Source: an optimization exercise on an open RTL-to-GDS flow (aim: small area and a short achievable clock period). Production flows keep margins and buffers that such runs may drop. At most, simulation tests tie the RTL to the original design; equivalence was not proved. No activity file was given, so power comes from the tool's default toggle rates.

Design fir_filter, start of the top module:
module fir_filter
(
	input  logic        clk,
	input  logic        arst_n,  
	input  logic [15:0] x,       
	output logic [15:0] y        
);
Size: ~1700 cells after synthesis, ~360 flip-flops, about 24000 um2 of cells after synthesis.
clock: 12.0 ns
lec_check: 0
cap_margin: 20
core_margin: 2
core_utilization: 40
place_density: 0.6
slew_margin: 20
synth_hierarchical: 1
synth_minimum_keep_size: 0
standard.sh (not shown) runs the stock make flow with config.mk's settings and CLKGATE_MAP_FILE= SYNTH_SCRIPT=/design/flow/synth_recipe.tcl, a recipe that flattens the netlist after the stock synthesis.
==> flow/flow/run.sh <==
#!/bin/bash
# Layout flow: the standard flow (standard.sh), with faster port buffers.
# The flow's port buffering picks a slow delay-cell buffer for every port; here
# buffer_ports is told to use a plain buffer instead. Everything else is standard.
set -e
cp standard.sh standard_sh_copy.log
export BUFFER_PORTS_ARGS="-buffer_cell sky130_fd_sc_hd__buf_2"
bash standard.sh > standard_run.log 2>&1
The first run passed the timing, DRC and antenna checks.
Change:
--- a/flow/config.mk
+++ b/flow/config.mk
@@ -8,6 +8,6 @@
 export CAP_MARGIN = 20
 export CORE_MARGIN = 2
-export CORE_UTILIZATION = 40
-export PLACE_DENSITY = 0.6
+export CORE_UTILIZATION = 60
+export PLACE_DENSITY = 0.75
 export SLEW_MARGIN = 20
 export SYNTH_HIERARCHICAL = 1
After rerunning: Die area fell by 33%; sequential share of layout area increases by 0.47 points; setup slack improves by 4.6 ps; via count is higher by 2.0%; final cell count came out lower by 10%; count of clock-buffer cells in the layout is higher by 8; cell area fell by 1.3%; utilization increases by 22 points.


Setup of maple:
Another version of the RTL of fir_filter (not shown whole).
Size: about 340 flip-flops.
## fir_filter
module fir_filter
(
	input  logic        clk,
	input  logic        arst_n,  
	input  logic [15:0] x,       
	output logic [15:0] y        
);
	logic        sr;   
	logic [15:0] vr;   
	logic [17:0] r3r;  
	logic [18:0] r5r;  
	logic [14:0] zs0;
	logic [3:0] zc0;
	logic [14:0] zs1;
	logic [3:0] zc1;
	logic [14:0] zs2;
	logic [3:0] zc2;
	logic [14:0] zs3;
	logic [3:0] zc3;
	logic [14:0] zs4;
	logic [3:0] zc4;
	logic [14:0] zs5;
	logic [3:0] zc5;
	logic [14:0] zs6;
	logic [3:0] zc6;
	logic [14:0] zs7;
	logic [3:0] zc7;
	logic [14:0] zs8;
	logic [3:0] zc8;
	logic [14:0] zs9;
	logic [3:0] zc9;
	logic [14:0] zs10;
	logic [3:0] zc10;
	logic [14:0] zs11;
	logic [3:0] zc11;
	logic [14:0] zs12;
	logic [3:0] zc12;
	logic [14:0] zs13;
	logic [3:0] zc13;
	logic [14:0] zs14;
	logic [3:0] zc14;
	logic s411, c412;
	fir_ha u413 (.a(r3r[1]), .b(sr), .s(s411), .co(c412));
	logic i414;
	assign i414 = ~sr;
	logic s415, c416;
	fir_fa u417 (.a(vr[0]), .b(r3r[4]), .ci(i414), .s(s415), .co(c416));
	logic i418;
	assign i418 = ~r3r[0];
	logic s419, c420;
	fir_fa u421 (.a(vr[1]), .b(r3r[5]), .ci(i418), .s(s419), .co(c420));
	logic i422;
	assign i422 = ~r3r[1];
	logic s423, c424;
	fir_fa u425 (.a(vr[2]), .b(r3r[6]), .ci(i422), .s(s423), .co(c424));
	logic i426;
	assign i426 = ~r3r[2];
	logic s427, c428;
	fir_fa u429 (.a(vr[3]), .b(r3r[7]), .ci(i426), .s(s427), .co(c428));
	logic i430;
	assign i430 = ~r3r[3];
	logic s431, c432;
	fir_fa u433 (.a(vr[4]), .b(r3r[8]), .ci(i430), .s(s431), .co(c432));
	logic i434;
	assign i434 = ~r3r[4];
	logic s435, c436;
	fir_fa u437 (.a(vr[5]), .b(r3r[9]), .ci(i434), .s(s435), .co(c436));
	logic i438;
	assign i438 = ~r3r[5];
	logic s439, c440;
  ...
Settings: LEC_CHECK=0, CAP_MARGIN=20, CORE_MARGIN=2, CORE_UTILIZATION=40, CTS_CLUSTER_DIAMETER=90, CTS_CLUSTER_SIZE=24, PLACE_DENSITY=0.6, SLEW_MARGIN=20, SYNTH_HIERARCHICAL=1, SYNTH_MINIMUM_KEEP_SIZE=0; clock period 12.0 ns.
Scripts as last shown in full above: flow/flow/run.sh
Setup changes, maple to willow
- a change of PLACE_DENSITY from 0.6 to 0.75
- a change of CORE_UTILIZATION from 40 to 60
- a change of CTS_CLUSTER_DIAMETER from 90 to 100
- a change of CTS_CLUSTER_SIZE from 24 to 26
Notes after the runs:
willow reached the end of the flow, and the finished layout is clean on the timing, DRC and antenna checks.
Relative to maple, met2 wirelength from detailed routing has decreased by about 5% in willow.
Going from maple to willow, well-tap cell count now sits lower; critical path depth in cells -5.
| headroom to the max-slew limit | willow vs maple | 3.6 points higher |
Sort willow and maple by total power asc -> top: willow
willow vs. maple: leakage power -0.51%, wire length of the first global-routing pass -2.6 mm.
The final-layout worst hold slack was comparable across willow and maple.
Compared with maple, willow shows biggest cell delay along the critical path higher by 0.23 ns.
Peak supply drop ended up 26% higher on willow than on maple.
--- input diff willow..fjord ---
- a change of CTS_CLUSTER_SIZE from 26 to 20
- a change of PLACE_DENSITY from 0.75 to 0.6
- a change of CORE_UTILIZATION from 60 to 40
- an added CTS_BUF_LIST of sky130_fd_sc_hd__clkbuf_8 sky130_fd_sc_hd__clkbuf_16
==> comparison <==
When fjord is set beside willow, its total power turns out to be 0.000092 W larger. Comparing critical path depth for willow and fjord, the bigger number came from fjord. Side by side, portion of total power attributed to combinational logic turned out lower in fjord than in willow. Sort willow and fjord by core utilization, descending, and willow comes first. zs5[9]$_DFF_PN0_ as the timing endpoint of the critical path was reported by fjord, and vr[4]$_DFF_PN0_ by willow. Wire length reported by the detailed router delta (fjord − willow): unfavourable. ~same combinational power in willow and fjord.
Here is what was changed in the inputs of tundra compared with fjord.
- changing CTS_CLUSTER_DIAMETER from 100 to 110
- changing CTS_CLUSTER_SIZE from 20 to 24
- removing CTS_BUF_LIST (formerly sky130_fd_sc_hd__clkbuf_8 sky130_fd_sc_hd__clkbuf_16)
==> run notes <==
- tundra has completed all stages; timing, DRC and antenna checks passed.
- Diff fjord -> tundra: fmax now smaller, smallest hold slack barely changed, routed wire length level.
Relative to tundra, the following input files were edited for indigo:
- PLACE_DENSITY: 0.6 -> 0.65
- CTS_CLUSTER_DIAMETER: 110 -> 100
- CTS_CLUSTER_SIZE: 24 -> 22
- CORE_UTILIZATION: 40 -> 45
--- outcome ---
- Launching instance or port of the critical path: r3r[12]$_DFF_PN0_ -> tundra, r5r[18]$_DFF_PN0_ -> indigo
- In the metrics for indigo and tundra, the one carrying the lower total instance count after detailed placement is indigo.
- Status: relative area of non-clock buffer cells in the final design parity (tundra, indigo)
- Core util | indigo vs tundra | indigo higher
- indigo — total placed instance area 0.46% lower, tundra as reference
- Comparing tundra against indigo, there is no change at all in max-slew violation count.
- Est. power | indigo vs tundra | indigo higher
- Top metal layer carrying routed signals: met5 -> indigo, met4 -> tundra


## before
fir_filter, a different RTL version from the one above (not shown whole).
For scale: roughly 1500 cells after synthesis, roughly 340 flip-flops, ~34 I/O pins, roughly 23000 um^2 of cells after synthesis.
Settings: LEC_CHECK=0, CAP_MARGIN=50, CORE_MARGIN=2, CORE_UTILIZATION=40, PLACE_DENSITY=0.6, SLEW_MARGIN=80, SYNTH_HIERARCHICAL=1, SYNTH_MINIMUM_KEEP_SIZE=0; clock period 12.0 ns.
Scripts as last shown in full above: flow/flow/run.sh
Setup changes, before to after
- a change of CAP_MARGIN from 50 to 20
- a change of SLEW_MARGIN from 80 to 20
Notes after the runs:
before -> after: routed length on met1 decreased slightly
Summary of after over before: worst hold slack went down; number of global-route vias before repair went down about 2%; total power shrank by 1.3%; endpoint arrival time on the critical path now smaller.
Cmp after and before / path length in cells of the critical path / lower: after
Final cell utilization of the core: after and before compared, higher one is before
Function was not checked in any run of this note: the RTL went through the layout flow alone.


RTL: one of the versions met above, not the one the previous note started from.
For scale: ~340 flip-flops, ~34 I/O pins, about 24000 um^2 of cells after synthesis.
==> flow/config.mk <==
export PLATFORM = sky130hd
export DESIGN_NAME = fir_filter
export DESIGN_NICKNAME = fir_filter
export VERILOG_FILES = /design/flow/design.v
export SDC_FILE = /design/flow/constraint.sdc
export NUM_CORES = 4
export LEC_CHECK = 0
export CAP_MARGIN = 20
export CORE_MARGIN = 2
export CORE_UTILIZATION = 40
export CTS_CLUSTER_DIAMETER = 80
export CTS_CLUSTER_SIZE = 24
export PLACE_DENSITY = 0.6
export SLEW_MARGIN = 20
export SYNTH_HIERARCHICAL = 1
export SYNTH_MINIMUM_KEEP_SIZE = 0
==> flow/constraint.sdc <==
create_clock -name core_clock -period 12.0 [get_ports {clk}]
set_input_delay 2.4000 -clock core_clock [delete_from_list [all_inputs] [get_ports {clk}]]
set_output_delay 2.4000 -clock core_clock [all_outputs]
set_load 0.01 [all_outputs]
Scripts as last shown in full above: flow/flow/run.sh
The first run completed without violations.
Rerun with:
Settings changed: CTS_CLUSTER_DIAMETER 80 to 100, CTS_CLUSTER_SIZE 24 to 22.
Outcome:
- The changed run finished clean
- count of clock-buffer cells in the layout went up by 5
- first-iteration DRC count goes down by 3.7%
- die area stays the same
- flip-flop and latch count stays the same
- via count stays flat
- non-clock buffer count is unchanged
- sequential power stays flat
- synthesized cell count does not change
- cell area shrinks by 0.91%
- setup slack is better by 0.023 ns


## run a
Starting RTL as in the previous note.
Settings: LEC_CHECK=0, CAP_MARGIN=20, CORE_MARGIN=2, CORE_UTILIZATION=40, CTS_CLUSTER_DIAMETER=100, CTS_CLUSTER_SIZE=20, PLACE_DENSITY=0.6, SLEW_MARGIN=20, SYNTH_HIERARCHICAL=1, SYNTH_MINIMUM_KEEP_SIZE=0; clock period 12.0 ns.
Scripts as last shown in full above: flow/flow/run.sh
The following lists how run b was set up differently from run a:
Settings: CTS_CLUSTER_DIAMETER removed (was 100); CTS_CLUSTER_SIZE removed (was 20).
[summary]
In terms of portion of the layout cell area used by non-clock buffers, run b and run a differ only marginally.
Final critical-path required period deteriorates in run b relative to run a.
Between run a and run b, the difference in detail-routed net length per standard cell is negligible.
Taking run a as the reference, in run b net switching share of the total power lost 1.5 points; count of clock-net buffers in the final layout higher; area growth from synthesis to layout went up 3.1 points.

[static timing again, ports no longer ideal]
In the flow no input, the clock included, has a driving cell. The finished layouts below were timed again as built, in two steps.
Step 1: set_driving_cell puts a clkbuf_16 on clk and a buf_2 on each other input, an assumption about the parent block.
Step 2, shift: input delay + t, output delay - t, t = (earliest + latest rising clock arrival at the registers) / 2. This alone moves slack from input paths to output paths.
Slacks: ideal / step 1 / step 2; pairs: ideal / step 1.
run	t (ns)	setup WS [ns]	slew at the worst register clock pin (ns)
the first run of note 1	0.623	8.019 / 8.019 / 7.484	0.06 / 0.06
the second run of note 1	0.595	8.024 / 8.024 / 7.577	0.06 / 0.06
maple	0.591	8.003 / 8.003 / 7.561	0.11 / 0.11
willow	0.581	7.837 / 7.838 / 7.258	0.11 / 0.11
fjord	0.603	7.998 / 7.998 / 7.563	0.09 / 0.09
tundra	0.603	7.976 / 7.976 / 7.560	0.11 / 0.11
indigo	0.595	7.909 / 7.909 / 7.475	0.10 / 0.10
before	0.611	7.722 / 7.747 / 7.135	0.06 / 0.06
after	0.603	7.754 / 7.754 / 7.294	0.07 / 0.07
the first run of note 4	0.614	7.996 / 7.996 / 7.563	0.10 / 0.10
the second run of note 4	0.593	8.019 / 8.019 / 7.566	0.10 / 0.10
run a	0.603	7.996 / 7.996 / 7.566	0.09 / 0.09
run b	0.605	7.991 / 7.991 / 7.571	0.06 / 0.06
After both steps every run listed still meets setup and hold. The setup slack of before, which loses most, moves by +0.025 ns with the drivers and by -0.587 ns with both steps. Setup slack includes reset recovery checks.
